This design comes from an exercise in tuning for small area and few clock cycles on the open sky130 flow, not from production work. The RTL was checked by simulation tests, not by an equivalence proof against the original design. Power is estimated from default activity; no workload was simulated.

==> design/flow/design.v <==
`default_nettype none
package mbpl_pkg;
  localparam int unsigned PATH_DEPTH = 3;
  localparam int unsigned TYPE_REGS = 3;
  localparam logic [1:0] LEN_MAX =
    2'((PATH_DEPTH < TYPE_REGS) ? PATH_DEPTH : TYPE_REGS);
  localparam logic [31:0] HDR_BYTES = 32'd8;
  localparam logic [2:0]  HDR_LAST  = 3'd7;
  localparam logic [1:0] CFG_PATH_LENGTH = 2'd0;
  localparam logic [1:0] CFG_TYPE_FIRST  = 2'd1;
  localparam logic [1:0] CFG_TYPE_SECOND = 2'd2;
  localparam logic [1:0] CFG_TYPE_THIRD  = 2'd3;
  localparam logic [1:0]  RST_PATH_LENGTH = 2'd3;
  localparam logic [31:0] RST_TYPE_FIRST  = 32'h6D6F6F76;
  localparam logic [31:0] RST_TYPE_SECOND = 32'h75647461;
  localparam logic [31:0] RST_TYPE_THIRD  = 32'h7374656D;
  localparam logic [1:0] KIND_PAYLOAD   = 2'd0;
  localparam logic [1:0] KIND_NOT_FOUND = 2'd1;
  localparam logic [1:0] KIND_MALFORMED = 2'd2;
  typedef enum logic [3:0] {
    PH_HEADER  = 4'b0001,
    PH_SKIP    = 4'b0010,
    PH_PAYLOAD = 4'b0100,
    PH_DONE    = 4'b1000
  } phase_t;
  typedef struct packed {
    logic [7:0] data_byte;
    logic       end_of_file;
  } in_item_t;
  typedef struct packed {
    logic [1:0]  result_kind;
    logic [7:0]  payload_byte;
    logic [31:0] payload_size;
    logic        payload_last;
  } result_t;
endpackage
`default_nettype wire
`default_nettype none
import mbpl_pkg::*;
module mbpl_core
(
  input  wire logic        clk,
  input  wire logic        rst_n,
  input  wire logic        cfg_we,
  input  wire logic [1:0]  cfg_index,
  input  wire logic [31:0] cfg_data,
  input  wire logic        step,
  input  wire logic [7:0]  data_byte,
  input  wire logic        end_of_file,
  output logic             res_vld,
  output logic [1:0]       res_kind,
  output logic [7:0]       res_byte,
  output logic [31:0]      res_size,
  output logic             res_last
);
  localparam logic [1:0] P_HDR  = 2'd0;
  localparam logic [1:0] P_SKIP = 2'd1;
  localparam logic [1:0] P_PAY  = 2'd2;
  localparam logic [1:0] P_DONE = 2'd3;
  logic [1:0]  path_len_r;
  logic [31:0] type_first_r, type_second_r, type_third_r;
  logic [1:0]  phase_r, phase_nxt;
  logic [2:0]  hdr_count_r;
  logic [1:0]  depth_r, depth_nxt;
  logic        match_r, match_nxt;
  logic [31:0] cnt_r, cnt_nxt;
  logic [31:0] lvl_r, lvl_nxt;
  logic [1:0]  eff_len;
  logic [31:0] want_type;
  logic [7:0]  want_byte;
  logic        byte_hit, type_hit, last_level, bounded;
  logic [32:0] rem;
  logic [31:0] body, cnt_dec;
  logic        len_short, len_empty, over, cnt_end;
  logic        fin, pay;
  logic [1:0]  fin_kind;
  always_ff @(posedge clk) begin
    if (!rst_n) begin
      path_len_r    <= RST_PATH_LENGTH;
      type_first_r  <= RST_TYPE_FIRST;
      type_second_r <= RST_TYPE_SECOND;
      type_third_r  <= RST_TYPE_THIRD;
    end else if (cfg_we) begin
      case (cfg_index)
        CFG_PATH_LENGTH: path_len_r    <= cfg_data[1:0];
        CFG_TYPE_FIRST:  type_first_r  <= cfg_data;
        CFG_TYPE_SECOND: type_second_r <= cfg_data;
        default:         type_third_r  <= cfg_data;
      endcase
    end
  end
  assign eff_len = (path_len_r == 2'd0) ? 2'd1 : path_len_r;
  always_comb begin
    case (depth_r)
      2'd0:    want_type = type_first_r;
      2'd1:    want_type = type_second_r;
      default: want_type = type_third_r;
    endcase
    case (hdr_count_r[1:0])
      2'd0:    want_byte = want_type[31:24];
      2'd1:    want_byte = want_type[23:16];
      2'd2:    want_byte = want_type[15:8];
      default: want_byte = want_type[7:0];
    endcase
  end
  assign byte_hit   = (data_byte == want_byte);
  assign type_hit   = match_r && byte_hit && (depth_r < eff_len);
  assign last_level = ({1'b0, depth_r} + 3'd1) >= {1'b0, eff_len};
  assign bounded    = (depth_r != 2'd0);
  assign len_short = (cnt_r[31:3] == 29'd0);
  assign len_empty = (cnt_r == 32'd8);
  assign body      = {cnt_r[31:3] - 29'd1, cnt_r[2:0]};
  assign rem       = {1'b0, lvl_r} - {1'b0, cnt_r};
  assign over      = rem[32];
  assign cnt_dec = cnt_r - 32'd1;
  assign cnt_end = (cnt_r == 32'd9);
  always_comb begin
    phase_nxt = phase_r;
    depth_nxt = depth_r;
    match_nxt = match_r;
    cnt_nxt   = cnt_r;
    lvl_nxt   = lvl_r;
    fin       = 1'b0;
    fin_kind  = KIND_NOT_FOUND;
    pay       = 1'b0;
    case (phase_r)
      P_HDR: begin
        if (!hdr_count_r[2]) begin
          cnt_nxt = {cnt_r[23:0], data_byte};
        end else begin
          match_nxt = (match_r || (hdr_count_r[1:0] == 2'd0)) && byte_hit;
        end
        if (hdr_count_r != HDR_LAST) begin
          if (bounded && (lvl_r == {29'd0, hdr_count_r} + 32'd1)) begin
            fin      = 1'b1;
            fin_kind = KIND_MALFORMED;
          end
        end else begin
          if (len_short || (bounded && over)) begin
            fin      = 1'b1;
            fin_kind = KIND_MALFORMED;
          end else if (type_hit) begin
            lvl_nxt = body;
            if (len_empty) begin
              fin = 1'b1;
            end else if (last_level) begin
              phase_nxt = P_PAY;
            end else begin
              depth_nxt = depth_r + 2'd1;
            end
          end else begin
            lvl_nxt = rem[31:0];
            if (!len_empty) begin
              phase_nxt = P_SKIP;
            end else if (bounded && (rem[31:0] == 32'd0)) begin
              fin = 1'b1;
            end
          end
        end
      end
      P_SKIP: begin
        cnt_nxt = cnt_dec;
        if (cnt_end) begin
          phase_nxt = P_HDR;
          if (bounded && (lvl_r == 32'd0)) begin
            fin = 1'b1;
          end
        end
      end
      P_PAY: begin
        cnt_nxt = cnt_dec;
        pay     = 1'b1;
        if (cnt_end) begin
          phase_nxt = P_DONE;
        end
      end
      default: ;
    endcase
    if (fin) begin
      phase_nxt = P_DONE;
    end
    res_vld  = fin || pay;
    res_kind = fin ? fin_kind : KIND_PAYLOAD;
    res_byte = data_byte;
    res_size = lvl_r;
    res_last = cnt_end;
    if (end_of_file && (phase_nxt != P_DONE)) begin
      res_vld  = 1'b1;
      res_kind = KIND_NOT_FOUND;
      pay      = 1'b0;
    end
    if (!pay) begin
      res_byte = '0;
      res_size = '0;
      res_last = 1'b0;
    end
    if (end_of_file) begin
      phase_nxt = P_HDR;
      depth_nxt = 2'd0;
    end
  end
  always_ff @(posedge clk) begin
    if (!rst_n) begin
      phase_r     <= P_HDR;
      hdr_count_r <= 3'd0;
      depth_r     <= 2'd0;
    end else if (step) begin
      phase_r     <= phase_nxt;
      hdr_count_r <= (end_of_file || (phase_r != P_HDR)) ? 3'd0 : hdr_count_r + 3'd1;
      depth_r     <= depth_nxt;
    end
  end
  always_ff @(posedge clk) begin
    if (step) begin
      match_r <= match_nxt;
      cnt_r   <= cnt_nxt;
      lvl_r   <= lvl_nxt;
    end
  end
endmodule
`default_nettype wire
`default_nettype none
import mbpl_pkg::*;
module media_box_path_locator_unit
(
  input  wire logic        clk,
  input  wire logic        rst_n,
  input  wire logic        in_valid,
  output logic             in_stall,
  input  wire logic [7:0]  in_data_byte,
  input  wire logic        in_end_of_file,
  output logic             out_valid,
  input  wire logic        out_stall,
  output logic [1:0]       out_result_kind,
  output logic [7:0]       out_payload_byte,
  output logic [31:0]      out_payload_size,
  output logic             out_payload_last,
  input  wire logic        cfg_valid,
  output logic             cfg_ready,
  input  wire logic [1:0]  cfg_index,
  input  wire logic [31:0] cfg_data
);
  logic res_vld, step;
  assign cfg_ready = 1'b1;
  assign out_valid = in_valid && res_vld;
  assign in_stall  = res_vld && out_stall;
  assign step      = in_valid && !in_stall;
  mbpl_core u_core (
    .clk         (clk),
    .rst_n       (rst_n),
    .cfg_we      (cfg_valid && cfg_ready),
    .cfg_index   (cfg_index),
    .cfg_data    (cfg_data),
    .step        (step),
    .data_byte   (in_data_byte),
    .end_of_file (in_end_of_file),
    .res_vld     (res_vld),
    .res_kind    (out_result_kind),
    .res_byte    (out_payload_byte),
    .res_size    (out_payload_size),
    .res_last    (out_payload_last)
  );
endmodule
`default_nettype wire
==> design/flow/run.sh <==
#!/bin/bash
# synth_recipe.tcl (not shown) runs the flow's synth.tcl, then flattens the netlist and writes it again
# the make line also repeats each setting of config.mk as NAME=value (left out here)
make -C /OpenROAD-flow-scripts/flow DESIGN_CONFIG=/design/flow/config.mk WORK_HOME=/design/flow/orfs CLKGATE_MAP_FILE= SYNTH_SCRIPT=/design/flow/synth_recipe.tcl finish
==> design/flow/config.mk <==
export PLATFORM = sky130hd
export DESIGN_NAME = media_box_path_locator_unit
export DESIGN_NICKNAME = media_box_path_locator_unit
export VERILOG_FILES = /design/flow/design.v
export SDC_FILE = /design/flow/constraint.sdc
export NUM_CORES = 4
export LEC_CHECK = 0
export CAP_MARGIN = 20
export CORE_MARGIN = 2
export CORE_UTILIZATION = 40
export SLEW_MARGIN = 20
==> design/flow/constraint.sdc <==
create_clock -name core_clock -period 6.0 [get_ports {clk}]
set_input_delay 1.2000 -clock core_clock [delete_from_list [all_inputs] [get_ports {clk}]]
set_output_delay 1.2000 -clock core_clock [all_outputs]
set_load 0.01 [all_outputs]
==> out/results.tsv, run 1 <==
stage	metric	value	unit
run_status	status	timing/DRC/antenna clean	
logic_synthesis	async_flop_share	0	%
worst_setup_path	critical_path_buf_inv_count	3	
clock_tree	cts_root_buffer	clkbuf_16	
clock_tree	cts_hold_repair.buffers	0	
route	dr_wl_met2	17.6	mm
die	die_y	175	microns
route	routed-via-count	11200	
logic_synthesis	synth_top_family_by_area	simple AND/OR/NAND/NOR gates	
cells_and_area	area_growth	22.4	%
logic_synthesis	syn_area_per_cell	7.94	sq um
worst_setup_path	path_delay_family	compound AO/OA/AOI/OAI gates	
worst_setup_path	cp_common_cell	a21oi_1	
die	ios	94	
clock_tree	clkTransAtPathRegs	80	ps
sta	skew	22.0	ps
logic_synthesis	synthXorXnorAreaFrac	5.81	%
clock_tree	cts_tree	built	
cells_and_area	fin_util	49.8	%
grt	grt_max_degree	84	
sta	setup_viol	0	
clock_tree	cts.htree.levels	4	
placement	port_buffers	92	
flow_run	maxCapViolCount	0	
worst_setup_path	arrival	4510	ps
logic_synthesis	synth-seq-cells	170	
worst_setup_path	worstPathMaxFanout	7	
sta	rsz0062_at_grt	no	
route	ant_nets	0	
logic_synthesis	yosysTopAreaCell	dfxtp_1	
logic_synthesis	synthCells	1481	
die	row_count	62	
clock_tree	numCtsBuffers	17	
clock_tree	clk_latency	440	ps
sta	finalCriticalPeriod	5710	ps
logic_synthesis	yosys.area_share.simple	26.8	%
worst_setup_path	critPathLaunch	u_core.cnt_r[0]	
sta	drv_slew	0	
grt	grt-ovfl-total	0	
power_and_ir_drop	powerDensity	207	nW/um^2
hold_path	hold_path.class	flop to flop	
route	drt-wirelength-per-cell	19.0	microns
sta	finalHoldViolCount	0	
logic_synthesis	synth_compound_area_share	21.2	%
worst_setup_path	cp_slowest_cell	fa_1	
cells_and_area	layout-drive-gt1-share	11.3	%
cells_and_area	layout_commonest_cell	nand2_1	
placement	globalplace.congestion	0.922	
grt	grt_pass1_vias	10600	
worst_setup_path	end_kind	output pin	
power_and_ir_drop	p_leak	6.27	nW
logic_synthesis	synthMuxAreaShare	1.05	%
route	met3_wirelength	1.90	mm
worst_setup_path	timing.rr.start	u_core.cnt_r[4]	
logic_synthesis	synth_nets	1582	
die	die_area	30800	sq um
route	top_layer_used	met4	
worst_setup_path	critPathKind	flop to output pin	
logic_synthesis	synth_cell_type_count	77	
grt	grt_usage	24.2	%
route	wl_met1	17.1	mm
grt	grt_pass1_wl	58.8	mm
die	core_area	28900	sq um
worst_setup_path	crit_required	4800	ps
logic_synthesis	yosys_most_used_dff	dfxtp_1	
power_and_ir_drop	ir_worst_vdd	204	uV
sta	worst-slew-pin-transition	1100	ps
clock_tree	clkSinkCount	170	
route	first_pass_iters	5	
logic_synthesis	syn_area	11800	sq um
sta	fin_crit_sh	95.1	%
route	wl	37.7	mm
cells_and_area	layout_common_cells	nand2_1, dfxtp_1, nor2_1	
route	vias_per_cell	5.64	
placement	place_area	13400	sq um
logic_synthesis	synth_adder_area_share	5.77	%
hold_path	worstHoldStart	u_core.type_third_r[19]	
sta	fmax	0.175	GHz
logic_synthesis	synth-edff-count	65	
logic_synthesis	yosys-top-cells-area	dfxtp_1, edfxtp_1, nand2_1	
logic_synthesis	synth_top_area_share	17.9	%
die	start_util	40.7	%
logic_synthesis	yosys_warnings	1	
grt	antenna_found_initial	0	
worst_setup_path	rrSetupSlack	1060	ps
power_and_ir_drop	power	2.97	mW
route	drtIter0Drc	1289	
placement	pre_cts_slack	132	ps
die	die_w	175	microns
sta	fin_setup_tns	0	ps
worst_setup_path	cp-start-kind	flop	
sta	slew_headroom	26.9	%
worst_setup_path	worstPathCellList	ha_1 > fa_1 > nand2b_1 > a21oi_1 > o21ai_1 > a21o_1 > a211oi_1 > buf_4 > a21oi_1 > o311a_1 > or2_1 > o21a_4 > buf_8 > and2_1 > dlygate4sd2_1	
placement	hpwl	27.7	mm
route	drc	0	
cells_and_area	final_cell_area	14400	sq um
logic_synthesis	seq_area_frac_synth	34.5	%
worst_setup_path	cpPeakStageDelay	430	ps
cells_and_area	layout.nets	1685	
cells_and_area	antenna_cells	0	
sta	final.setup.worst_slack	293	ps
clock_tree	clock_path_buffers	2	
==> through the flow <==
step	hold WS, ps	instances
after floorplan	432	1481
after CTS	466	1970
after global placement	444	1931
after global routing	488	1981
final	464	1981
after detailed placement	452	1931
==> logic make-up after synthesis <==
| logic type | Yosys count |
|---|---|
| adder cells (fa/ha/maj) | 53 |
| other | 1 |
| AO/OA/AOI/OAI | 358 |
| multiplexers | 12 |
| XOR/XNOR | 78 |
| AND/OR/NAND/NOR | 659 |
| flip-flops | 170 |
| buffers and inverters | 150 |
==> power by group <==
group / total (mW) / switching, mW / internal [mW]
clock network: 1.16 / 0.557 / 0.599
logic: 0.533 / 0.311 / 0.222
registers: 1.28 / 0.0305 / 1.25
total: 2.97 / 0.899 / 2.07
==> cells in the mapped netlist, drive strengths merged (5+ instances only) <==
library cell and number:
nand2 283, nor2b 10, and4 6, a21oi 78, nor2 92, inv 53
o21ai 74, a31oi 10, a41oi 9, dfxtp 105, or4 6, nor3 28
clkbuf 86, buf 10, or2 6, nand4 17, or3 10, a31o 5
xnor2 74, mux2i 9, a22o 32, nand3 77, nand2b 11, a21boi 46
a211oi 19, a21o 12, edfxtp 65, o21a 13, nor3b 26, and3 11
and2 50, o211ai 10, ha 51, nor4 19, o21bai 7, o31ai 5
==> tightest hold or removal path: stages (launching register included) <==
cell	delay, ps
dfxtp_1	310
nand2_1	50
a21boi_0	60
==> worst paths after layout <==
path	endpoint	depth (start not counted)
worst max register to register	u_core.lvl_r[29]	16
worst min-delay path	u_core.type_third_r[19]	2
worst max-delay path	out_payload_byte[4]	15
worst min register to register	u_core.type_third_r[19]	2
==> cell type report <==
| type | instances | area, sq um |
|---|---|---|
| timing repair buffer | 180 | 1740 |
| fill | 2854 | 14500 |
| clock inverter | 15 | 176 |
| tap | 384 | 480 |
| clock buffer | 17 | 425 |
| multi-input combinational | 1161 | 7300 |
| sequential | 170 | 4050 |
| inverter | 54 | 203 |
==> registers in the layout (all words and copies together), names as in the netlist <==
name,flops
u_core.hdr_count_r,3
u_core.phase_r,2
u_core.path_len_r,2
u_core.type_first_r,32
u_core.type_second_r,32
u_core.type_third_r,32
u_core.depth_r,2
u_core.cnt_r,32
u_core.lvl_r,32
u_core.match_r,1
==> routing by layer <==
layer  GRT usage [%]  vias to the layer above
li1                -                     5451
met1            32.8                     5262
met2            39.6                      392
met3            2.97                       68
met4            9.06                        0
met5               0                        -
==> repair_timing <==
item / 4_1_cts / 5_1_grt
gates resized for setup: 18 / 64
setup buffers: 6 / 11
hold endpoints to repair: 0 / 0
endpoints found under the setup margin: 44 / 43
gates cloned: 1 / 0
pin swaps: 4 / 3
Testbench counts, summed over its fixed seeds: cycles 73,859.
==> inputs of run 2 (changes only) <==
--- a/design/flow/design.v
+++ b/design/flow/design.v
@@ -63,31 +63,36 @@
   logic [2:0]  hdr_count_r;
   logic [1:0]  depth_r, depth_nxt;
   logic        match_r, match_nxt;
-  logic [31:0] cnt_r, cnt_nxt;
+  logic [31:0] ncnt_r, ncnt_nxt;
   logic [31:0] lvl_r, lvl_nxt;
   logic [1:0]  eff_len;
   logic [31:0] want_type;
   logic [7:0]  want_byte;
   logic        byte_hit, type_hit, last_level, bounded;
   logic [32:0] rem;
-  logic [31:0] body, cnt_dec;
-  logic        len_short, len_empty, over, cnt_end;
+  logic [31:0] body, ncnt_inc, cnt_r;
+  logic        len_short, len_empty, over, cnt_end, cnt_hi0;
+  logic        lvl_hi0, lvl_zero, lvl_eight, lvl_out;
   logic        fin, pay;
   logic [1:0]  fin_kind;
+  logic [31:0] cfg_d0, cfg_d1;
+  logic        cfg_ld_len, cfg_ld_first, cfg_ld_second, cfg_ld_third;
+  assign cfg_d0        = cfg_data & {32{rst_n}};
+  assign cfg_d1        = cfg_data | {32{!rst_n}};
+  assign cfg_ld_len    = !rst_n || (cfg_we && (cfg_index == CFG_PATH_LENGTH));
+  assign cfg_ld_first  = !rst_n || (cfg_we && (cfg_index == CFG_TYPE_FIRST));
+  assign cfg_ld_second = !rst_n || (cfg_we && (cfg_index == CFG_TYPE_SECOND));
+  assign cfg_ld_third  = !rst_n || (cfg_we && (cfg_index == CFG_TYPE_THIRD));
+  function automatic logic [31:0] cfg_load(input logic [31:0] dflt,
+                                           input logic [31:0] d0,
+                                           input logic [31:0] d1);
+    cfg_load = (dflt & d1) | (~dflt & d0);
+  endfunction
   always_ff @(posedge clk) begin
-    if (!rst_n) begin
-      path_len_r    <= RST_PATH_LENGTH;
-      type_first_r  <= RST_TYPE_FIRST;
-      type_second_r <= RST_TYPE_SECOND;
-      type_third_r  <= RST_TYPE_THIRD;
-    end else if (cfg_we) begin
-      case (cfg_index)
-        CFG_PATH_LENGTH: path_len_r    <= cfg_data[1:0];
-        CFG_TYPE_FIRST:  type_first_r  <= cfg_data;
-        CFG_TYPE_SECOND: type_second_r <= cfg_data;
-        default:         type_third_r  <= cfg_data;
-      endcase
-    end
+    if (cfg_ld_len)    path_len_r    <= cfg_load({30'd0, RST_PATH_LENGTH}, cfg_d0, cfg_d1);
+    if (cfg_ld_first)  type_first_r  <= cfg_load(RST_TYPE_FIRST, cfg_d0, cfg_d1);
+    if (cfg_ld_second) type_second_r <= cfg_load(RST_TYPE_SECOND, cfg_d0, cfg_d1);
+    if (cfg_ld_third)  type_third_r  <= cfg_load(RST_TYPE_THIRD, cfg_d0, cfg_d1);
   end
   assign eff_len = (path_len_r == 2'd0) ? 2'd1 : path_len_r;
   always_comb begin
@@ -107,31 +112,53 @@
   assign type_hit   = match_r && byte_hit && (depth_r < eff_len);
   assign last_level = ({1'b0, depth_r} + 3'd1) >= {1'b0, eff_len};
   assign bounded    = (depth_r != 2'd0);
-  assign len_short = (cnt_r[31:3] == 29'd0);
-  assign len_empty = (cnt_r == 32'd8);
-  assign body      = {cnt_r[31:3] - 29'd1, cnt_r[2:0]};
-  assign rem       = {1'b0, lvl_r} - {1'b0, cnt_r};
+  assign cnt_r = ~ncnt_r;
+  always_comb begin
+    logic [31:0] inc_in;
+    logic        carry;
+    inc_in = (phase_r == P_HDR) ? {ncnt_r[31:3], 3'b111} : ncnt_r;
+    carry  = 1'b1;
+    for (int i = 0; i < 32; i++) begin
+      ncnt_inc[i] = inc_in[i] ^ carry;
+      carry       = carry && inc_in[i];
+    end
+  end
+  assign body = ~{ncnt_inc[31:3], ncnt_r[2:0]};
+  always_comb begin
+    logic carry;
+    carry = 1'b1;
+    for (int i = 0; i < 32; i++) begin
+      rem[i] = lvl_r[i] ^ ncnt_r[i] ^ carry;
+      carry  = (lvl_r[i] && ncnt_r[i]) || ((lvl_r[i] ^ ncnt_r[i]) && carry);
+    end
+    rem[32] = !carry;
+  end
+  assign cnt_hi0   = (cnt_r[31:4] == 28'd0);
+  assign len_short = cnt_hi0 && !cnt_r[3];
+  assign len_empty = cnt_hi0 && (cnt_r[3:0] == 4'd8);
   assign over      = rem[32];
-  assign cnt_dec = cnt_r - 32'd1;
-  assign cnt_end = (cnt_r == 32'd9);
+  assign cnt_end   = cnt_hi0 && (cnt_r[3:0] == 4'd9);
+  assign lvl_hi0   = (lvl_r[31:4] == 28'd0);
+  assign lvl_zero  = lvl_hi0 && (lvl_r[3:0] == 4'd0);
+  assign lvl_eight = lvl_hi0 && (lvl_r[3:0] == 4'd8);
+  assign lvl_out   = lvl_hi0 && (lvl_r[3:0] == {1'b0, hdr_count_r} + 4'd1);
   always_comb begin
     phase_nxt = phase_r;
     depth_nxt = depth_r;
     match_nxt = match_r;
-    cnt_nxt   = cnt_r;
+    ncnt_nxt  = ncnt_r;
     lvl_nxt   = lvl_r;
     fin       = 1'b0;
     fin_kind  = KIND_NOT_FOUND;
-    pay       = 1'b0;
     case (phase_r)
       P_HDR: begin
         if (!hdr_count_r[2]) begin
-          cnt_nxt = {cnt_r[23:0], data_byte};
+          ncnt_nxt = {ncnt_r[23:0], ~data_byte};
         end else begin
           match_nxt = (match_r || (hdr_count_r[1:0] == 2'd0)) && byte_hit;
         end
         if (hdr_count_r != HDR_LAST) begin
-          if (bounded && (lvl_r == {29'd0, hdr_count_r} + 32'd1)) begin
+          if (bounded && lvl_out) begin
             fin      = 1'b1;
             fin_kind = KIND_MALFORMED;
           end
@@ -152,24 +179,23 @@
             lvl_nxt = rem[31:0];
             if (!len_empty) begin
               phase_nxt = P_SKIP;
-            end else if (bounded && (rem[31:0] == 32'd0)) begin
+            end else if (bounded && lvl_eight) begin
               fin = 1'b1;
             end
           end
         end
       end
       P_SKIP: begin
-        cnt_nxt = cnt_dec;
+        ncnt_nxt = ncnt_inc;
         if (cnt_end) begin
           phase_nxt = P_HDR;
-          if (bounded && (lvl_r == 32'd0)) begin
+          if (bounded && lvl_zero) begin
             fin = 1'b1;
           end
         end
       end
       P_PAY: begin
-        cnt_nxt = cnt_dec;
-        pay     = 1'b1;
+        ncnt_nxt = ncnt_inc;
         if (cnt_end) begin
           phase_nxt = P_DONE;
         end
@@ -179,21 +205,13 @@
     if (fin) begin
       phase_nxt = P_DONE;
     end
-    res_vld  = fin || pay;
-    res_kind = fin ? fin_kind : KIND_PAYLOAD;
-    res_byte = data_byte;
-    res_size = lvl_r;
-    res_last = cnt_end;
-    if (end_of_file && (phase_nxt != P_DONE)) begin
-      res_vld  = 1'b1;
-      res_kind = KIND_NOT_FOUND;
-      pay      = 1'b0;
-    end
-    if (!pay) begin
-      res_byte = '0;
-      res_size = '0;
-      res_last = 1'b0;
-    end
+    pay      = (phase_r == P_PAY) && (cnt_end || !end_of_file);
+    res_vld  = fin || (phase_r == P_PAY) || (end_of_file && (phase_r != P_DONE));
+    res_kind = {fin && (fin_kind == KIND_MALFORMED),
+                !pay && !(fin && (fin_kind == KIND_MALFORMED))};
+    res_byte = pay ? data_byte : 8'd0;
+    res_size = pay ? lvl_r : 32'd0;
+    res_last = pay && cnt_end;
     if (end_of_file) begin
       phase_nxt = P_HDR;
       depth_nxt = 2'd0;
@@ -213,7 +231,7 @@
   always_ff @(posedge clk) begin
     if (step) begin
       match_r <= match_nxt;
-      cnt_r   <= cnt_nxt;
+      ncnt_r  <= ncnt_nxt;
       lvl_r   <= lvl_nxt;
     end
   end
==> run 2 against run 1 <==
Compared with the run above: largest power group unchanged; critical endpoint is now in_stall; first-iteration DRC count shrank 68%; via count fell by 43%; wire length decreased by 39%; clock power shrank 3%; combinational power decreased by 44%; global-route usage fell by 4.6 points; hold slack improved by 120 ps; register-to-register slack got worse by 8300 ps; sequential share of layout area increased by 13 points; the layout now fails its checks (negative setup slack); design area is 14% lower; critical path depth grew 27; area after synthesis decreased by 21%.
==> out/results.tsv, run 2 <==
stage	metric	value	unit
run_status	status	failed layout checks	
run_status	violations	negative setup slack	
placement	globalplace.congestion	0.823	
cells_and_area	stdcell_count	1188	
power_and_ir_drop	ir_worst_vdd	202	uV
logic_synthesis	synth.most_common_cell	edfxtp_1	
worst_setup_path	critPathLaunch	u_core.lvl_r[0]	
die	ios	94	
hold_path	hold_path.class	flop to flop	
logic_synthesis	seq_area_frac_synth	54.1	%
cells_and_area	layout_common_cells	edfxtp_1, clkdlybuf4s50_1, buf_4	
logic_synthesis	synthCells	725	
clock_tree	clkTransAtPathRegs	70	ps
grt	antenna_found_initial	0	
logic_synthesis	syn_area	9300	sq um
clock_tree	clkSinkCount	170	
sta	drv_slew	0	
worst_setup_path	worstPathMaxFanout	2	
sta	finalHoldViolCount	0	
logic_synthesis	yosys_most_used_dff	edfxtp_1	
hold_path	worstHoldStart	u_core.depth_r[0]	
logic_synthesis	yosys_warnings	1	
logic_synthesis	synthTopCellsByCount	edfxtp_1, and2_1, nand2_1, ha_1, o21ai_1	
logic_synthesis	yosys-top-cells-area	edfxtp_1, fa_1, ha_1	
sta	setup_viol	96	
die	row_count	55	
clock_tree	clk_latency	440	ps
sta	slew_headroom	51.9	%
logic_synthesis	synth_top_area_share	52.6	%
route	drtIter0Drc	414	
sta	fmax	0.0694	GHz
logic_synthesis	syn_area_per_cell	12.8	sq um
clock_tree	cts_tree	built	
worst_setup_path	cpPeakStageDelay	400	ps
sta	fin_crit_sh	240	%
placement	pre_cts_slack	-8630	ps
route	drt-wirelength-per-cell	19.3	microns
clock_tree	clock_path_buffers	2	
worst_setup_path	cp-start-kind	flop	
route	wl	22.9	mm
clock_tree	cts.htree.levels	4	
logic_synthesis	synth-edff-count	163	
sta	rsz0062_at_grt	yes	
sta	fin_hold_ws	587	ps
cells_and_area	antenna_cells	0	
logic_synthesis	synth-seq-cells	170	
die	die_y	157	microns
cells_and_area	layout-drive-gt1-share	30.2	%
grt	grt_max_degree	60	
grt	grt_usage	19.6	%
route	vias_per_cell	5.38	
logic_synthesis	synth_nets	851	
worst_setup_path	end_kind	output pin	
power_and_ir_drop	power	2.85	mW
grt	grt_pass1_wl	36.4	mm
route	drc	0	
die	die_w	157	microns
sta	final.setup.worst_slack	-8420	ps
clock_tree	cts_hold_repair.buffers	0	
route	first_pass_iters	5	
clock_tree	cts_root_buffer	clkbuf_16	
logic_synthesis	async_flop_share	0	%
grt	grt-ovfl-total	0	
placement	hpwl	15.8	mm
clock_tree	numCtsBuffers	17	
route	routed-via-count	6387	
die	die_area	24500	sq um
sta	worst-slew-pin-transition	721	ps
die	start_util	41.0	%
worst_setup_path	arrival	13220	ps
placement	port_buffers	92	
cells_and_area	layout.nets	1016	
worst_setup_path	cp_common_cell	fa_2	
worst_setup_path	critPathKind	flop to output pin	
logic_synthesis	synth_cell_type_count	54	
worst_setup_path	crit_required	4800	ps
flow_run	maxCapViolCount	0	
worst_setup_path	cp_slowest_cell	edfxtp_1	
power_and_ir_drop	powerDensity	231	nW/um^2
cells_and_area	fin_util	54.2	%
die	core_area	22700	sq um
worst_setup_path	timing.rr.start	u_core.lvl_r[0]	
cells_and_area	layout_commonest_cell	edfxtp_1	
route	ant_nets	0	
sta	finalCriticalPeriod	14420	ps
grt	grt_pass1_vias	6744	
placement	dp.cells	1149	
cells_and_area	area_growth	32.4	%
logic_synthesis	yosysTopAreaCell	edfxtp_1	
power_and_ir_drop	p_leak	4.37	nW
sta	skew	9.67	ps
[run 2: path summary, 6_finish.rpt]
path	to	slack, ps	cells after the start
hold / removal	u_core.depth_r[0]	590	2
hold reg to reg	u_core.depth_r[0]	590	2
setup reg to reg	u_core.depth_r[1]	-7220	44
setup / recovery	in_stall	-8420	42
[run 2: power breakdown]
group	internal, mW	switching (mW)
combinational	0.152	0.147
sequential	1.39	0.0312
clock	0.596	0.527
total	2.14	0.705
[run 2: worst max-delay path, delay by kind of cell (launching register included)]
| family | cells | cell delay (ps) |
|---|---|---|
| buffers and inverters | 3 | 240 |
| adder cells (fa/ha/maj) | 32 | 11200 |
| AO/OA/AOI/OAI | 6 | 770 |
| multiplexers | 1 | 150 |
| flip-flops | 1 | 400 |
[run 2: per-layer routing]
layer,vias up,GRT usage (%),wire (microns)
met3,29,3.21,988
met2,173,35.3,12000
li1,3041,-,-
met5,-,0,0
met1,3144,24.1,9590
met4,0,5.77,399
[run 2: stage by stage]
| step | setup TNS, ps | area, sq um |
|---|---|---|
| after global placement | -631340 | 11200 |
| after CTS | -599710 | 12300 |
| after floorplan | -591630 | 9470 |
| after detailed placement | -637250 | 11200 |
| final | -604120 | 12300 |
| after global routing | -637000 | 12300 |
[run 2: final cells by class]
type | count | area (sq um)
tap | 285 | 357
fill | 1906 | 10400
multi-input combinational | 503 | 4650
inverter | 18 | 70.1
sequential | 170 | 5040
clock inverter | 15 | 173
clock buffer | 17 | 425
timing repair buffer | 180 | 1600
[run 2: what timing repair did]
| action | in CTS | in global routing |
|---|---|---|
| cloned | 3 | 0 |
| pin swaps | 13 | 26 |
| resized for setup | 86 | 14 |
| buffers inserted | 5 | 1 |
| endpoints found under the setup margin | 104 | 98 |
[run 2: cell families after synthesis]
logic type,count (synthesis),synth area share [%]
other,1,0.0403
AOI/OAI and AO/OA,144,10.4
and+or+nand+nor,236,14.9
xor gates and xnor gates,12,1.13
DFF,170,54.1
adders and majority gates,78,13.1
buffers and inverters,55,2.85
muxes,29,3.46
Testbench counts of run 2, summed over its fixed seeds: cycles 73,859.
==> inputs of run 3 (changes only) <==
--- a/design/flow/design.v
+++ b/design/flow/design.v
@@ -115,28 +115,17 @@
   assign cnt_r = ~ncnt_r;
   always_comb begin
     logic [31:0] inc_in;
-    logic        carry;
     inc_in = (phase_r == P_HDR) ? {ncnt_r[31:3], 3'b111} : ncnt_r;
-    carry  = 1'b1;
     for (int i = 0; i < 32; i++) begin
-      ncnt_inc[i] = inc_in[i] ^ carry;
-      carry       = carry && inc_in[i];
+      ncnt_inc[i] = inc_in[i] ^ (&(inc_in | ~((32'd1 << i) - 32'd1)));
     end
   end
   assign body = ~{ncnt_inc[31:3], ncnt_r[2:0]};
-  always_comb begin
-    logic carry;
-    carry = 1'b1;
-    for (int i = 0; i < 32; i++) begin
-      rem[i] = lvl_r[i] ^ ncnt_r[i] ^ carry;
-      carry  = (lvl_r[i] && ncnt_r[i]) || ((lvl_r[i] ^ ncnt_r[i]) && carry);
-    end
-    rem[32] = !carry;
-  end
+  assign rem = {1'b0, lvl_r} + {1'b0, ncnt_r} + 33'd1;
+  assign over = !rem[32];
   assign cnt_hi0   = (cnt_r[31:4] == 28'd0);
   assign len_short = cnt_hi0 && !cnt_r[3];
   assign len_empty = cnt_hi0 && (cnt_r[3:0] == 4'd8);
-  assign over      = rem[32];
   assign cnt_end   = cnt_hi0 && (cnt_r[3:0] == 4'd9);
   assign lvl_hi0   = (lvl_r[31:4] == 28'd0);
   assign lvl_zero  = lvl_hi0 && (lvl_r[3:0] == 4'd0);
==> run 3 against run 2 <==
Compared with the run above: the run now finishes clean; combinational power up 8.0%; non-clock buffer count down 75; utilization down 5.8 points; final cell count up 17%; flip-flop and latch count unchanged; clock-buffer cell count unchanged; synthesized cell count up 32%; register-to-register slack better by 8900 ps; fmax rose to 2.5 times the previous value; sequential power about the same.
==> out/results.tsv, run 3 <==
stage	metric	value	unit
logic_synthesis	seq_area_frac_synth	49.2	%
logic_synthesis	synth_top_area_share	47.9	%
route	first_pass_iters	5	
logic_synthesis	synthCells	959	
cells_and_area	stdcell_count	1385	
cells_and_area	final_cell_area	12100	sq um
worst_setup_path	critical_path_buf_inv_count	3	
die	ios	94	
grt	grt_usage	19.5	%
flow_run	maxCapViolCount	0	
cells_and_area	antenna_cells	0	
sta	finalCriticalPeriod	5680	ps
logic_synthesis	syn_area	10200	sq um
cells_and_area	area_growth	18.8	%
clock_tree	clock_path_buffers	2	
die	row_count	58	
clock_tree	numCtsBuffers	17	
worst_setup_path	cpPeakStageDelay	530	ps
logic_synthesis	synth.most_common_cell	edfxtp_1	
clock_tree	clk_latency	430	ps
worst_setup_path	path_delay_family	simple AND/OR/NAND/NOR gates	
die	die_w	164	microns
placement	port_buffers	92	
placement	globalplace.congestion	0.842	
power_and_ir_drop	p_leak	4.36	nW
route	drc	0	
worst_setup_path	cp-start-kind	flop	
sta	fmax	0.176	GHz
cells_and_area	layout.nets	1144	
grt	grt_max_degree	63	
grt	grt_pass1_vias	7368	
power_and_ir_drop	powerDensity	243	nW/um^2
route	wl	25.4	mm
placement	dp.cells	1353	
logic_synthesis	synth-edff-count	163	
hold_path	hold_path.class	flop to flop	
route	drtIter0Drc	529	
worst_setup_path	worstPathMaxFanout	22	
sta	skew	13.1	ps
cells_and_area	fill_cells	2369	
logic_synthesis	yosysTopAreaCell	edfxtp_1	
sta	fin_crit_sh	94.7	%
placement	place_area	11500	sq um
sta	rsz0062_at_grt	no	
grt	antenna_found_initial	0	
logic_synthesis	synth_nets	1061	
sta	drv_slew	0	
worst_setup_path	crit_required	4800	ps
grt	grt-ovfl-total	0	
route	drt-wirelength-per-cell	18.3	microns
die	core_area	25100	sq um
logic_synthesis	yosys_warnings	1	
grt	use_met1	25.4	%
grt	grt_pass1_wl	40.0	mm
sta	finalHoldViolCount	0	
worst_setup_path	critPathKind	flop to output pin	
logic_synthesis	synthTopCellsByCount	edfxtp_1, nand2_1, o21ai_0, and2_1, a21oi_1	
die	start_util	40.7	%
cells_and_area	fin_util	48.4	%
placement	hpwl	18.4	mm
logic_synthesis	synth-seq-cells	170	
logic_synthesis	syn_area_per_cell	10.7	sq um
worst_setup_path	worstPathCellList	inv_1 > ha_2 > buf_4 > nor4_1 > nand2_1 > nor4_2 > a32oi_1 > or3_1 > or3_1 > and3_4 > mux2i_1 > o21a_1 > clkdlybuf4s50_1	
die	die_area	26900	sq um
clock_tree	clkSinkCount	170	
clock_tree	cts_root_buffer	clkbuf_16	
clock_tree	cts.htree.levels	4	
route	vias_per_cell	5.44	
run_status	status	timing/DRC/antenna clean	
grt	met3_usage	2.85	%
worst_setup_path	end_kind	output pin	
cells_and_area	layout_common_cells	edfxtp_1, clkdlybuf4s50_1, nand2_1	
sta	slew_headroom	51.6	%
logic_synthesis	async_flop_share	0	%
logic_synthesis	yosys_most_used_dff	edfxtp_1	
cells_and_area	layout_commonest_cell	edfxtp_1	
route	routed-via-count	7536	
power_and_ir_drop	ir_worst_vdd	148	uV
grt	busiest_layer	met2	
die	die_y	164	microns
clock_tree	cts_tree	built	
worst_setup_path	arrival	4480	ps
grt	met2_usage	33.2	%
worst_setup_path	cp_slowest_cell	clkdlybuf4s50_1	
sta	setup_viol	0	
logic_synthesis	synth_cell_type_count	63	
route	ant_nets	0	
clock_tree	cts_hold_repair.buffers	0	
clock_tree	clkTransAtPathRegs	80	ps
cells_and_area	layout-drive-gt1-share	6.73	%
logic_synthesis	yosys-top-cells-area	edfxtp_1, ha_1, and2_1	
sta	worst-slew-pin-transition	726	ps
worst_setup_path	cp_common_cell	or3_1	
sta	fin_setup_tns	0	ps
run 3: cells by family (layout without fill, tap and decap cells):
| kind of cell | after synthesis | after routing | synth area share, % |
|---|---|---|---|
| compound gates | 239 | 239 | 15.5 |
| fa+ha+maj | 54 | 54 | 6.76 |
| xor+xnor | 61 | 61 | 5.23 |
| buf+inv | 78 | 174 | 3.11 |
| mux | 16 | 16 | 1.59 |
| flops | 170 | 170 | 49.2 |
| simple gates | 340 | 340 | 18.5 |
| other cells | 1 | 1 | 0.0367 |
run 3: area by class of cell:
| class | instances | area [sq um] | area share, % |
|---|---|---|---|
| Clock inverter | 15 | 216 | 1.78 |
| Inverter | 37 | 139 | 1.14 |
| Multi-Input combinational cell | 711 | 4910 | 40.4 |
| Sequential cell | 170 | 5030 | 41.4 |
| Tap cell | 330 | 413 | 3.40 |
| Timing Repair Buffer | 105 | 1010 | 8.34 |
| Clock buffer | 17 | 425 | 3.50 |
run 3: per-layer routing:
layer / wire [microns] / vias up
met4: 602 / 0
li1: - / 3721
met3: 973 / 35
met5: 0 / -
met2: 12300 / 199
met1: 11500 / 3581
run 3: where the power goes:
part | leakage [nW] | internal [mW] | switching (mW)
combinational | 2.41 | 0.147 | 0.176
sequential | 1.63 | 1.39 | 0.0449
clock | 0.314 | 0.648 | 0.543
total | 4.36 | 2.19 | 0.764
run 3: path summary, 6_finish.rpt:
| path | slack (ps) | cells after the start | end | startpoint |
|---|---|---|---|---|
| min | 530 | 2 | u_core.depth_r[1] | u_core.depth_r[1] |
| max reg2reg | 1690 | 13 | u_core.lvl_r[13] | u_core.depth_r[0] |
| min reg2reg | 530 | 2 | u_core.depth_r[1] | u_core.depth_r[1] |
| max | 320 | 13 | out_valid | u_core.depth_r[0] |
run 3: worst reg2reg max path: cells and delay by family (launching register included):
kind                       cells  cell delay [ps]
AOI/OAI and AO/OA              2              480
adders and majority gates      1              310
buffers and inverters          3              670
DFF                            1              470
and+or+nand+nor                7             2090
run 3: metrics by stage:
stage | total power [mW] | hold slack (ps) | worst slack (ps)
floorplan | 1.67 | 469 | 1440
global placement | 1.79 | 497 | 722
detailed placement | 1.79 | 506 | 542
CTS | 2.97 | 516 | 58.5
global route | 3.07 | 558 | 28.2
finish | 2.95 | 532 | 315
run 3: what timing repair did:
| item | 4_1_cts | 5_1_grt |
|---|---|---|
| setup buffers | 0 | 0 |
| setup endpoints to repair | 0 | 1 |
| hold endpoints to repair | 0 | 0 |
| gates resized for setup | 0 | 1 |
Testbench counts of run 3, summed over its fixed seeds: cycles 73,859.
==> inputs of run 4 (changes only) <==
--- a/design/flow/design.v
+++ b/design/flow/design.v
@@ -63,18 +63,22 @@
   logic [2:0]  hdr_count_r;
   logic [1:0]  depth_r, depth_nxt;
   logic        match_r, match_nxt;
+  logic        carry_r, frz_r;
   logic [31:0] ncnt_r, ncnt_nxt;
   logic [31:0] lvl_r, lvl_nxt;
   logic [1:0]  eff_len;
   logic [31:0] want_type;
   logic [7:0]  want_byte;
   logic        byte_hit, type_hit, last_level, bounded;
-  logic [32:0] rem;
+  logic [7:0]  sub_len;
+  logic [8:0]  sub_sum;
+  logic        sub_cin;
   logic [31:0] body, ncnt_inc, cnt_r;
-  logic        len_short, len_empty, over, cnt_end, cnt_hi0;
-  logic        lvl_hi0, lvl_zero, lvl_eight, lvl_out;
-  logic        fin, pay;
+  logic        len_short, len_empty, cnt_end, cnt_hi0;
+  logic        lvl_hi0, lvl_lt8, lvl_zero, lvl_out;
+  logic        hdr_lo, hdr_sub, fin;
   logic [1:0]  fin_kind;
+  logic        pay;
   logic [31:0] cfg_d0, cfg_d1;
   logic        cfg_ld_len, cfg_ld_first, cfg_ld_second, cfg_ld_third;
   assign cfg_d0        = cfg_data & {32{rst_n}};
@@ -121,16 +125,27 @@
     end
   end
   assign body = ~{ncnt_inc[31:3], ncnt_r[2:0]};
-  assign rem = {1'b0, lvl_r} + {1'b0, ncnt_r} + 33'd1;
-  assign over = !rem[32];
+  assign hdr_lo  = !hdr_count_r[2];
+  assign hdr_sub = (hdr_count_r >= 3'd3) && (hdr_count_r != HDR_LAST);
+  always_comb begin
+    case (hdr_count_r[1:0])
+      2'd3:    sub_len = ~data_byte;
+      2'd0:    sub_len = ncnt_r[15:8];
+      2'd1:    sub_len = ncnt_r[23:16];
+      default: sub_len = ncnt_r[31:24];
+    endcase
+  end
+  assign sub_cin = hdr_lo ? 1'b1 : carry_r;
+  assign sub_sum = {1'b0, lvl_r[7:0]} + {1'b0, sub_len} + {8'd0, sub_cin};
   assign cnt_hi0   = (cnt_r[31:4] == 28'd0);
   assign len_short = cnt_hi0 && !cnt_r[3];
   assign len_empty = cnt_hi0 && (cnt_r[3:0] == 4'd8);
   assign cnt_end   = cnt_hi0 && (cnt_r[3:0] == 4'd9);
   assign lvl_hi0   = (lvl_r[31:4] == 28'd0);
+  assign lvl_lt8   = lvl_hi0 && !lvl_r[3];
   assign lvl_zero  = lvl_hi0 && (lvl_r[3:0] == 4'd0);
-  assign lvl_eight = lvl_hi0 && (lvl_r[3:0] == 4'd8);
-  assign lvl_out   = lvl_hi0 && (lvl_r[3:0] == {1'b0, hdr_count_r} + 4'd1);
+  assign lvl_out   = lvl_hi0 && (lvl_r[3:0] == {1'b0, hdr_count_r} + 4'd1) &&
+                     (hdr_lo || frz_r);
   always_comb begin
     phase_nxt = phase_r;
     depth_nxt = depth_r;
@@ -141,10 +156,13 @@
     fin_kind  = KIND_NOT_FOUND;
     case (phase_r)
       P_HDR: begin
-        if (!hdr_count_r[2]) begin
+        if (hdr_lo) begin
           ncnt_nxt = {ncnt_r[23:0], ~data_byte};
         end else begin
           match_nxt = (match_r || (hdr_count_r[1:0] == 2'd0)) && byte_hit;
+        end
+        if (hdr_sub && !(hdr_lo ? lvl_lt8 : frz_r)) begin
+          lvl_nxt = {sub_sum[7:0], lvl_r[31:8]};
         end
         if (hdr_count_r != HDR_LAST) begin
           if (bounded && lvl_out) begin
@@ -152,7 +170,7 @@
             fin_kind = KIND_MALFORMED;
           end
         end else begin
-          if (len_short || (bounded && over)) begin
+          if (len_short || (bounded && !carry_r)) begin
             fin      = 1'b1;
             fin_kind = KIND_MALFORMED;
           end else if (type_hit) begin
@@ -165,10 +183,9 @@
               depth_nxt = depth_r + 2'd1;
             end
           end else begin
-            lvl_nxt = rem[31:0];
             if (!len_empty) begin
               phase_nxt = P_SKIP;
-            end else if (bounded && lvl_eight) begin
+            end else if (bounded && lvl_zero) begin
               fin = 1'b1;
             end
           end
@@ -222,6 +239,12 @@
       match_r <= match_nxt;
       ncnt_r  <= ncnt_nxt;
       lvl_r   <= lvl_nxt;
+      if (hdr_sub) begin
+        carry_r <= sub_sum[8];
+      end
+      if (hdr_count_r == 3'd3) begin
+        frz_r <= lvl_lt8;
+      end
     end
   end
 endmodule
==> run 4 against run 3 <==
Compared with the run above: still clean; hold slack better by 3.7 ps; worst setup slack better by 190 ps; flip-flop and latch count is 2 higher; first-iteration DRC count is 4.0% lower; combinational power is 4% higher; total power is 1.7% lower; wire length is 3.0% lower; critical path depth is 1 lower; critical endpoint unchanged.
==> out/results.tsv, run 4 <==
stage	metric	value	unit
run_status	status	timing/DRC/antenna clean	
clock_tree	clock_path_buffers	2	
sta	drv_slew	0	
placement	dp.cells	1258	
hold_path	hold_path.class	flop to flop	
worst_setup_path	critPathKind	flop to output pin	
worst_setup_path	cp_slowest_cell	nor2_1	
logic_synthesis	yosys-top-cells-area	edfxtp_1, and2_1, ha_1	
worst_setup_path	worstPathCellList	inv_1 > ha_2 > nor2_1 > a211oi_1 > a31oi_1 > xnor2_1 > nand4_1 > nor2_1 > a311o_1 > a21o_1 > and2_1 > clkdlybuf4s50_1	
logic_synthesis	async_flop_share	0	%
cells_and_area	area_growth	17.6	%
worst_setup_path	worstPathMaxFanout	42	
worst_setup_path	arrival	4300	ps
worst_setup_path	end_kind	output pin	
sta	slew_headroom	38.5	%
cells_and_area	layout-drive-gt1-share	9.94	%
cells_and_area	layout_commonest_cell	edfxtp_1	
die	start_util	40.5	%
route	drtIter0Drc	508	
worst_setup_path	cp-start-kind	flop	
die	row_count	57	
clock_tree	cts_resized	0	
sta	worst-slew-pin-transition	920	ps
grt	grt_usage	19.4	%
clock_tree	post-cts-setup-buffers	0	
logic_synthesis	syn_area	9780	sq um
clock_tree	cts_hold_repair.buffers	0	
sta	skew	11.6	ps
clock_tree	clkTransAtPathRegs	70	ps
die	die_area	25700	sq um
placement	port_buffers	92	
sta	fin_crit_sh	91.6	%
cells_and_area	antenna_cells	0	
logic_synthesis	seq_area_frac_synth	52.1	%
placement	hpwl	17.6	mm
clock_tree	cts.htree.levels	4	
grt	grt_pass1_wl	38.5	mm
grt	antenna_found_initial	0	
logic_synthesis	syn_area_per_cell	11.1	sq um
route	drt-wirelength-per-cell	19.1	microns
route	wl	24.6	mm
grt	grt-ovfl-total	0	
power_and_ir_drop	ir_worst_vdd	155	uV
logic_synthesis	synth.most_common_cell	edfxtp_1	
grt	grt_pass1_vias	6847	
clock_tree	clk_latency	430	ps
die	ios	94	
power_and_ir_drop	p_leak	3.99	nW
clock_tree	numCtsBuffers	17	
route	vias_per_cell	5.38	
clock_tree	cts_root_buffer	clkbuf_16	
logic_synthesis	synth-edff-count	165	
grt	grt_max_degree	64	
logic_synthesis	yosys_warnings	1	
route	ant_nets	0	
logic_synthesis	synth_nets	958	
sta	final.setup.worst_slack	503	ps
route	first_pass_iters	8	
worst_setup_path	cp_common_cell	nor2_1	
logic_synthesis	synth-seq-cells	172	
sta	rsz0062_at_grt	no	
placement	pre_cts_slack	964	ps
logic_synthesis	yosys_most_used_dff	edfxtp_1	
clock_tree	cts_tree	built	
placement	globalplace.congestion	0.869	
die	core_area	24200	sq um
worst_setup_path	cpPeakStageDelay	680	ps
sta	setup_viol	0	
route	routed-via-count	6945	
sta	finalCriticalPeriod	5500	ps
logic_synthesis	synth_cell_type_count	59	
cells_and_area	layout_common_cells	edfxtp_1, clkdlybuf4s50_1, and2_1	
sta	fmax	0.182	GHz
cells_and_area	layout.nets	1032	
die	die_y	160	microns
logic_synthesis	synthTopCellsByCount	edfxtp_1, and2_1, nor2_1, nand2_1, nand2b_1	
worst_setup_path	rrSetupSlack	1580	ps
logic_synthesis	yosysTopAreaCell	edfxtp_1	
cells_and_area	stdcell_count	1290	
worst_setup_path	crit_required	4800	ps
clock_tree	clkSinkCount	172	
sta	finalHoldViolCount	0	
power_and_ir_drop	powerDensity	252	nW/um^2
sta	fin_setup_tns	0	ps
logic_synthesis	synthCells	879	
flow_run	maxCapViolCount	0	
logic_synthesis	synth_top_area_share	50.6	%
route	drc	0	
die	die_w	160	microns
==> run 4: cells by family (layout without fill, tap and decap cells) <==
family | count (synthesis) | in the layout | share of synthesized area, %
other | 1 | 1 | 0.0383
and+or+nand+nor | 319 | 319 | 17.9
DFF | 172 | 172 | 52.1
adders and majority gates | 31 | 31 | 4.19
muxes | 46 | 46 | 4.88
buffers and inverters | 75 | 162 | 3.91
xor gates and xnor gates | 43 | 43 | 3.85
AOI/OAI and AO/OA | 192 | 192 | 13.2
==> run 4: worst max-delay path, delay by kind of cell (launching register included) <==
kind                     cells  cell delay (ps)
XOR/XNOR                     1              190
buffers and inverters        2              640
flip-flops                   1              460
AO/OA/AOI/OAI                4              810
adder cells (fa/ha/maj)      1              460
AND/OR/NAND/NOR              4             1270
==> run 4: path summary, 6_finish.rpt <==
kind,from,end,cells after the start
min reg2reg,u_core.depth_r[1],u_core.depth_r[1],2
max reg2reg,u_core.depth_r[0],u_core.ncnt_r[22],11
min,u_core.depth_r[1],u_core.depth_r[1],2
max,u_core.depth_r[0],out_valid,12
==> run 4: layout make-up <==
| type | instances | area [sq um] |
|---|---|---|
| fill | 2210 | 12700 |
| sequential | 172 | 5090 |
| multi-input combinational | 632 | 4320 |
| timing repair buffer | 107 | 1030 |
| clock buffer | 19 | 433 |
| tap | 324 | 405 |
| clock inverter | 13 | 130 |
| inverter | 23 | 86.3 |
==> run 4: through the flow <==
stage | hold WS (ps) | power (mW) | area, sq um | utilization [%]
detailed placement | 537 | 1.85 | 10900 | 45.2
floorplan | 492 | 1.72 | 9780 | -
global route | 572 | 3.02 | 11500 | 47.6
global placement | 519 | 1.84 | 10900 | 45.2
CTS | 548 | 2.92 | 11500 | 47.6
finish | 536 | 2.90 | 11500 | 47.6
==> run 4: power by group <==
part           switching (mW)  internal, mW
clock network           0.497         0.583
registers              0.0619          1.43
logic                   0.183         0.152
==> run 4: per-layer routing <==
metal | up-vias | GRT usage [%] | wire length, microns
li1 | 3372 | - | -
met1 | 3298 | 25.4 | 10900
met2 | 237 | 32.8 | 11900
met3 | 38 | 2.58 | 1120
met4 | 0 | 7.49 | 684
met5 | - | 0 | 0
Testbench counts of run 4, summed over its fixed seeds: cycles 73,859.
==> inputs of run 5 (changes only) <==
--- a/design/flow/design.v
+++ b/design/flow/design.v
@@ -61,11 +61,12 @@
   logic [31:0] type_first_r, type_second_r, type_third_r;
   logic [1:0]  phase_r, phase_nxt;
   logic [2:0]  hdr_count_r;
-  logic [1:0]  depth_r, depth_nxt;
+  logic [2:0]  depth_r, depth_nxt;   
   logic        match_r, match_nxt;
   logic        carry_r, frz_r;
-  logic [31:0] ncnt_r, ncnt_nxt;
-  logic [31:0] lvl_r, lvl_nxt;
+  logic [31:0] ncnt_r;
+  logic [31:0] lvl_r;
+  logic        ncnt_shift, ncnt_count, lvl_shift, lvl_body;
   logic [1:0]  eff_len;
   logic [31:0] want_type;
   logic [7:0]  want_byte;
@@ -79,32 +80,32 @@
   logic        hdr_lo, hdr_sub, fin;
   logic [1:0]  fin_kind;
   logic        pay;
-  logic [31:0] cfg_d0, cfg_d1;
-  logic        cfg_ld_len, cfg_ld_first, cfg_ld_second, cfg_ld_third;
-  assign cfg_d0        = cfg_data & {32{rst_n}};
-  assign cfg_d1        = cfg_data | {32{!rst_n}};
-  assign cfg_ld_len    = !rst_n || (cfg_we && (cfg_index == CFG_PATH_LENGTH));
-  assign cfg_ld_first  = !rst_n || (cfg_we && (cfg_index == CFG_TYPE_FIRST));
-  assign cfg_ld_second = !rst_n || (cfg_we && (cfg_index == CFG_TYPE_SECOND));
-  assign cfg_ld_third  = !rst_n || (cfg_we && (cfg_index == CFG_TYPE_THIRD));
-  function automatic logic [31:0] cfg_load(input logic [31:0] dflt,
-                                           input logic [31:0] d0,
-                                           input logic [31:0] d1);
-    cfg_load = (dflt & d1) | (~dflt & d0);
+  logic [3:0]  cfg_wr, cfg_keep;
+  always_comb begin
+    for (int i = 0; i < 4; i++) begin
+      cfg_wr[i]   = rst_n && cfg_we && (cfg_index == 2'(i));
+      cfg_keep[i] = rst_n && !cfg_wr[i];
+    end
+  end
+  function automatic logic [31:0] cfg_next(input logic [31:0] q,
+                                           input logic        keep,
+                                           input logic        wr,
+                                           input logic [31:0] dflt,
+                                           input logic        rst_now);
+    cfg_next = ({32{keep}} & q) | ({32{wr}} & cfg_data) | ({32{rst_now}} & dflt);
   endfunction
   always_ff @(posedge clk) begin
-    if (cfg_ld_len)    path_len_r    <= cfg_load({30'd0, RST_PATH_LENGTH}, cfg_d0, cfg_d1);
-    if (cfg_ld_first)  type_first_r  <= cfg_load(RST_TYPE_FIRST, cfg_d0, cfg_d1);
-    if (cfg_ld_second) type_second_r <= cfg_load(RST_TYPE_SECOND, cfg_d0, cfg_d1);
-    if (cfg_ld_third)  type_third_r  <= cfg_load(RST_TYPE_THIRD, cfg_d0, cfg_d1);
+    path_len_r    <= 2'(cfg_next({30'd0, path_len_r}, cfg_keep[0], cfg_wr[0],
+                                 {30'd0, RST_PATH_LENGTH}, !rst_n));
+    type_first_r  <= cfg_next(type_first_r, cfg_keep[1], cfg_wr[1], RST_TYPE_FIRST, !rst_n);
+    type_second_r <= cfg_next(type_second_r, cfg_keep[2], cfg_wr[2], RST_TYPE_SECOND, !rst_n);
+    type_third_r  <= cfg_next(type_third_r, cfg_keep[3], cfg_wr[3], RST_TYPE_THIRD, !rst_n);
   end
   assign eff_len = (path_len_r == 2'd0) ? 2'd1 : path_len_r;
   always_comb begin
-    case (depth_r)
-      2'd0:    want_type = type_first_r;
-      2'd1:    want_type = type_second_r;
-      default: want_type = type_third_r;
-    endcase
+    want_type = ({32{depth_r[0]}} & type_first_r) |
+                ({32{depth_r[1]}} & type_second_r) |
+                ({32{depth_r[2]}} & type_third_r);
     case (hdr_count_r[1:0])
       2'd0:    want_byte = want_type[31:24];
       2'd1:    want_byte = want_type[23:16];
@@ -113,15 +114,23 @@
     endcase
   end
   assign byte_hit   = (data_byte == want_byte);
-  assign type_hit   = match_r && byte_hit && (depth_r < eff_len);
-  assign last_level = ({1'b0, depth_r} + 3'd1) >= {1'b0, eff_len};
-  assign bounded    = (depth_r != 2'd0);
+  assign type_hit   = match_r && byte_hit && (depth_r[0] || (depth_r[1] && eff_len[1]) || (eff_len == 2'd3));
+  assign last_level = depth_r[2] || (depth_r[1] && !(eff_len == 2'd3)) || (eff_len == 2'd1);
+  assign bounded    = !depth_r[0];
   assign cnt_r = ~ncnt_r;
   always_comb begin
     logic [31:0] inc_in;
+    logic [4:0]  grp_c;
+    logic        c;
     inc_in = (phase_r == P_HDR) ? {ncnt_r[31:3], 3'b111} : ncnt_r;
-    for (int i = 0; i < 32; i++) begin
-      ncnt_inc[i] = inc_in[i] ^ (&(inc_in | ~((32'd1 << i) - 32'd1)));
+    grp_c[0] = 1'b1;
+    for (int g = 0; g < 4; g++) begin
+      grp_c[g+1] = grp_c[g] && (&inc_in[8*g +: 8]);
+      c = grp_c[g];
+      for (int i = 8*g; i < 8*g + 8; i++) begin
+        ncnt_inc[i] = inc_in[i] ^ c;
+        c = c && inc_in[i];
+      end
     end
   end
   assign body = ~{ncnt_inc[31:3], ncnt_r[2:0]};
@@ -136,7 +145,15 @@
     endcase
   end
   assign sub_cin = hdr_lo ? 1'b1 : carry_r;
-  assign sub_sum = {1'b0, lvl_r[7:0]} + {1'b0, sub_len} + {8'd0, sub_cin};
+  always_comb begin
+    logic c;
+    c = sub_cin;
+    for (int i = 0; i < 8; i++) begin
+      sub_sum[i] = lvl_r[i] ^ sub_len[i] ^ c;
+      c = (lvl_r[i] & sub_len[i]) | ((lvl_r[i] ^ sub_len[i]) & c);
+    end
+    sub_sum[8] = c;
+  end
   assign cnt_hi0   = (cnt_r[31:4] == 28'd0);
   assign len_short = cnt_hi0 && !cnt_r[3];
   assign len_empty = cnt_hi0 && (cnt_r[3:0] == 4'd8);
@@ -150,19 +167,21 @@
     phase_nxt = phase_r;
     depth_nxt = depth_r;
     match_nxt = match_r;
-    ncnt_nxt  = ncnt_r;
-    lvl_nxt   = lvl_r;
+    ncnt_shift = 1'b0;
+    ncnt_count = 1'b0;
+    lvl_shift  = 1'b0;
+    lvl_body   = 1'b0;
     fin       = 1'b0;
     fin_kind  = KIND_NOT_FOUND;
     case (phase_r)
       P_HDR: begin
         if (hdr_lo) begin
-          ncnt_nxt = {ncnt_r[23:0], ~data_byte};
+          ncnt_shift = 1'b1;
         end else begin
           match_nxt = (match_r || (hdr_count_r[1:0] == 2'd0)) && byte_hit;
         end
         if (hdr_sub && !(hdr_lo ? lvl_lt8 : frz_r)) begin
-          lvl_nxt = {sub_sum[7:0], lvl_r[31:8]};
+          lvl_shift = 1'b1;
         end
         if (hdr_count_r != HDR_LAST) begin
           if (bounded && lvl_out) begin
@@ -174,13 +193,13 @@
             fin      = 1'b1;
             fin_kind = KIND_MALFORMED;
           end else if (type_hit) begin
-            lvl_nxt = body;
+            lvl_body = 1'b1;
             if (len_empty) begin
               fin = 1'b1;
             end else if (last_level) begin
               phase_nxt = P_PAY;
             end else begin
-              depth_nxt = depth_r + 2'd1;
+              depth_nxt = {depth_r[1:0], 1'b0};
             end
           end else begin
             if (!len_empty) begin
@@ -192,7 +211,7 @@
         end
       end
       P_SKIP: begin
-        ncnt_nxt = ncnt_inc;
+        ncnt_count = 1'b1;
         if (cnt_end) begin
           phase_nxt = P_HDR;
           if (bounded && lvl_zero) begin
@@ -201,7 +220,7 @@
         end
       end
       P_PAY: begin
-        ncnt_nxt = ncnt_inc;
+        ncnt_count = 1'b1;
         if (cnt_end) begin
           phase_nxt = P_DONE;
         end
@@ -220,14 +239,14 @@
     res_last = pay && cnt_end;
     if (end_of_file) begin
       phase_nxt = P_HDR;
-      depth_nxt = 2'd0;
+      depth_nxt = 3'b001;
     end
   end
   always_ff @(posedge clk) begin
     if (!rst_n) begin
       phase_r     <= P_HDR;
       hdr_count_r <= 3'd0;
-      depth_r     <= 2'd0;
+      depth_r     <= 3'b001;
     end else if (step) begin
       phase_r     <= phase_nxt;
       hdr_count_r <= (end_of_file || (phase_r != P_HDR)) ? 3'd0 : hdr_count_r + 3'd1;
@@ -235,10 +254,16 @@
     end
   end
   always_ff @(posedge clk) begin
+    ncnt_r <= ({32{!(step && (ncnt_shift || ncnt_count))}} & ncnt_r) |
+              ({32{step && ncnt_shift}} & {ncnt_r[23:0], ~data_byte}) |
+              ({32{step && ncnt_count}} & ncnt_inc);
+    lvl_r  <= ({32{!(step && (lvl_shift || lvl_body))}} & lvl_r) |
+              ({32{step && lvl_shift}} & {sub_sum[7:0], lvl_r[31:8]}) |
+              ({32{step && lvl_body}} & body);
+  end
+  always_ff @(posedge clk) begin
     if (step) begin
       match_r <= match_nxt;
-      ncnt_r  <= ncnt_nxt;
-      lvl_r   <= lvl_nxt;
       if (hdr_sub) begin
         carry_r <= sub_sum[8];
       end
==> run 5 against run 4 <==
Compared with the run above: still clean on timing, DRC and antenna; flip-flop and latch count grew 1; clock-buffer cell count fell by 2; final cell count up 11%; area after synthesis down 7.9%; clock power increased by 8%; via count grew 20%; total power up 1.2%; sequential power down 9%; utilization rose by 1.3 points.
==> out/results.tsv, run 5 <==
stage	metric	value	unit
sta	final.setup.worst_slack	487	ps
placement	place_area	10100	sq um
logic_synthesis	yosys-top-cells-area	dfxtp_1, nand2_1, ha_1	
power_and_ir_drop	comb_power_share	13.8	%
die	start_util	41.0	%
cells_and_area	layout.nets	1228	
worst_setup_path	rrSetupSlack	660	ps
placement	hpwl	19.1	mm
hold_path	hold_path.class	flop to flop	
power_and_ir_drop	pwr-share-seq	46.3	%
grt	grt_pass1_vias	7806	
placement	pre_cts_slack	61.9	ps
clock_tree	clock_path_buffers	2	
clock_tree	cts_tree	built	
grt	grt-ovfl-total	0	
logic_synthesis	yosysTopAreaCell	dfxtp_1	
worst_setup_path	crit_required	6380	ps
clock_tree	cts_root_buffer	clkbuf_16	
worst_setup_path	timing.rr.start	u_core.hdr_count_r[0]	
worst_setup_path	end_kind	flop	
die	die_y	154	microns
logic_synthesis	yosys_most_used_dff	dfxtp_1	
route	ant_nets	0	
clock_tree	cts_resized	0	
worst_setup_path	worstPathMaxFanout	2	
worst_setup_path	ff2ff_path_depth	16	
die	die_w	154	microns
clock_tree	cts_hold_repair.buffers	0	
logic_synthesis	synth-edff-count	3	
cells_and_area	fin_util	48.8	%
worst_setup_path	cp-start-kind	input pin	
flow_run	maxCapViolCount	0	
logic_synthesis	synth.most_common_cell	nand2_1	
power_and_ir_drop	power	2.94	mW
clock_tree	cts.htree.levels	4	
route	first_pass_iters	7	
power_and_ir_drop	powerDensity	274	nW/um^2
sta	finalHoldViolCount	0	
cells_and_area	stdcell_count	1427	
sta	fin_setup_tns	0	ps
grt	busiest_layer	met2	
logic_synthesis	synth_cell_type_count	65	
sta	slew_headroom	30.3	%
grt	grt_max_degree	59	
clock_tree	numCtsBuffers	17	
die	ios	94	
cells_and_area	layout_commonest_cell	nand2_1	
run_status	status	timing/DRC/antenna clean	
logic_synthesis	async_flop_share	0	%
grt	use_met1	31.5	%
clock_tree	clk_latency	430	ps
power_and_ir_drop	ir_worst_vdd	205	uV
die	row_count	54	
hold_path	worstHoldStart	u_core.type_first_r[0]	
hold_path	holdPathStages	2	
clock_tree	clkTransAtPathRegs	80	ps
grt	grt_usage	23.7	%
cells_and_area	layout-drive-gt1-share	7.06	%
logic_synthesis	synth_nets	1178	
sta	drv_slew	0	
sta	worst-slew-pin-transition	1040	ps
route	vias_per_cell	5.82	
route	drt-wirelength-per-cell	19.7	microns
route	drc	0	
die	die_area	23700	sq um
logic_synthesis	yosys_warnings	1	
clock_tree	clkSinkCount	173	
grt	antenna_found_initial	0	
power_and_ir_drop	p_int	2.07	mW
logic_synthesis	syn_area_per_cell	8.31	sq um
clock_tree	post-cts-setup-buffers	0	
logic_synthesis	synth_top_area_share	37.8	%
worst_setup_path	critPathKind	input pin to flop	
logic_synthesis	syn_area	9010	sq um
cells_and_area	final_cell_area	10700	sq um
logic_synthesis	synth-seq-cells	173	
placement	port_buffers	92	
die	core_area	22000	sq um
hold_path	holdPathEnd	u_core.type_first_r[0]	
sta	fin_crit_sh	91.9	%
logic_synthesis	synthCells	1084	
logic_synthesis	seq_area_frac_synth	38.8	%
sta	fin_hold_ws	461	ps
sta	finalCriticalPeriod	5510	ps
sta	fmax	0.181	GHz
power_and_ir_drop	p_switching	868	uW
cells_and_area	antenna_cells	0	
grt	met3_usage	3.83	%
cells_and_area	layout_common_cells	nand2_1, dfxtp_1, clkdlybuf4s50_1	
cells_and_area	area_growth	19.1	%
placement	dp.cells	1395	
power_and_ir_drop	p_leak	4.61	nW
sta	skew	15.8	ps
grt	met2_usage	37.9	%
worst_setup_path	r2r_end	u_core.lvl_r[31]	
power_and_ir_drop	swShare	29.5	%
logic_synthesis	synthTopCellsByCount	nand2_1, dfxtp_1, nand3_1, clkbuf_1, nor2_1	
power_and_ir_drop	clkPwrFrac	39.9	%
grt	grt_pass1_wl	44.4	mm
route	wl	28.1	mm
worst_setup_path	arrival	5890	ps
sta	setup_viol	0	
route	drtIter0Drc	579	
placement	globalplace.congestion	0.908	
sta	rsz0062_at_grt	no	
route	routed-via-count	8306	
## run 5: metal layers
layer	share of wire, %	vias up
met5	0	-
met2	47	278
met4	3.7	0
met3	5.4	53
met1	44	3954
li1	-	4021
## run 5: worst max-delay path, cell delays in order
cell and delay [ps]:
clkdlybuf4s50_1 510, o21ai_0 90, mux2_2 290, fa_1 440, fa_1 430, fa_1 450
fa_1 440, fa_1 430, fa_1 430, fa_1 390, inv_1 80, fa_1 420
o32ai_1 130, a22o_1 160
## run 5: cell families after synthesis
logic type               Yosys count  synth area share, %
AO/OA/AOI/OAI                    263                 21.7
XOR/XNOR                          12                 1.17
adder cells (fa/ha/maj)           46                 7.05
buffers and inverters            135                 6.50
flip-flops                       173                 38.8
multiplexers                      13                 1.57
other                              1               0.0416
AND/OR/NAND/NOR                  441                 23.2
## run 5: cell type report
class / instances / area, sq um
clock buffers: 17 / 425
flip-flops and latches: 173 / 3490
clock inverters: 15 / 198
inverters: 54 / 203
repair buffers: 112 / 1090
fillers: 2132 / 11200
multi-input cells: 776 / 4970
well taps: 280 / 350
## run 5: power by group through the flow
stage	Clock (mW)	Sequential, mW	Combinational (mW)
floorplan	0	1.33	0.279
detailed placement	0	1.38	0.400
finish	1.17	1.36	0.405
global placement	0	1.38	0.400
global route	1.24	1.37	0.453
CTS	1.19	1.36	0.403
## run 5: how the worst max path moves through the flow
stage                           from                to  slack (ps)  depth (start not counted)
2_1_floorplan        in_data_byte[0]  u_core.lvl_r[31]         760                         13
3_3_place_gp         in_data_byte[0]  u_core.lvl_r[31]         130                         14
3_5_place_dp         in_data_byte[0]  u_core.lvl_r[31]          60                         14
4_1_cts              in_data_byte[0]  u_core.lvl_r[31]         490                         14
5_1_grt        u_core.hdr_count_r[0]          in_stall         310                         12
6_report             in_data_byte[0]  u_core.lvl_r[31]         490                         14
Testbench counts of run 5, summed over its fixed seeds: cycles 73,859.

Setup slack of run 5, layout unchanged: 0.487 ns with ideal ports, 0.464 ns with driving cells assumed (clock clkbuf_16, inputs buf_2), 0.036 ns with port delays also shifted by the 0.472 ns mid clock arrival.
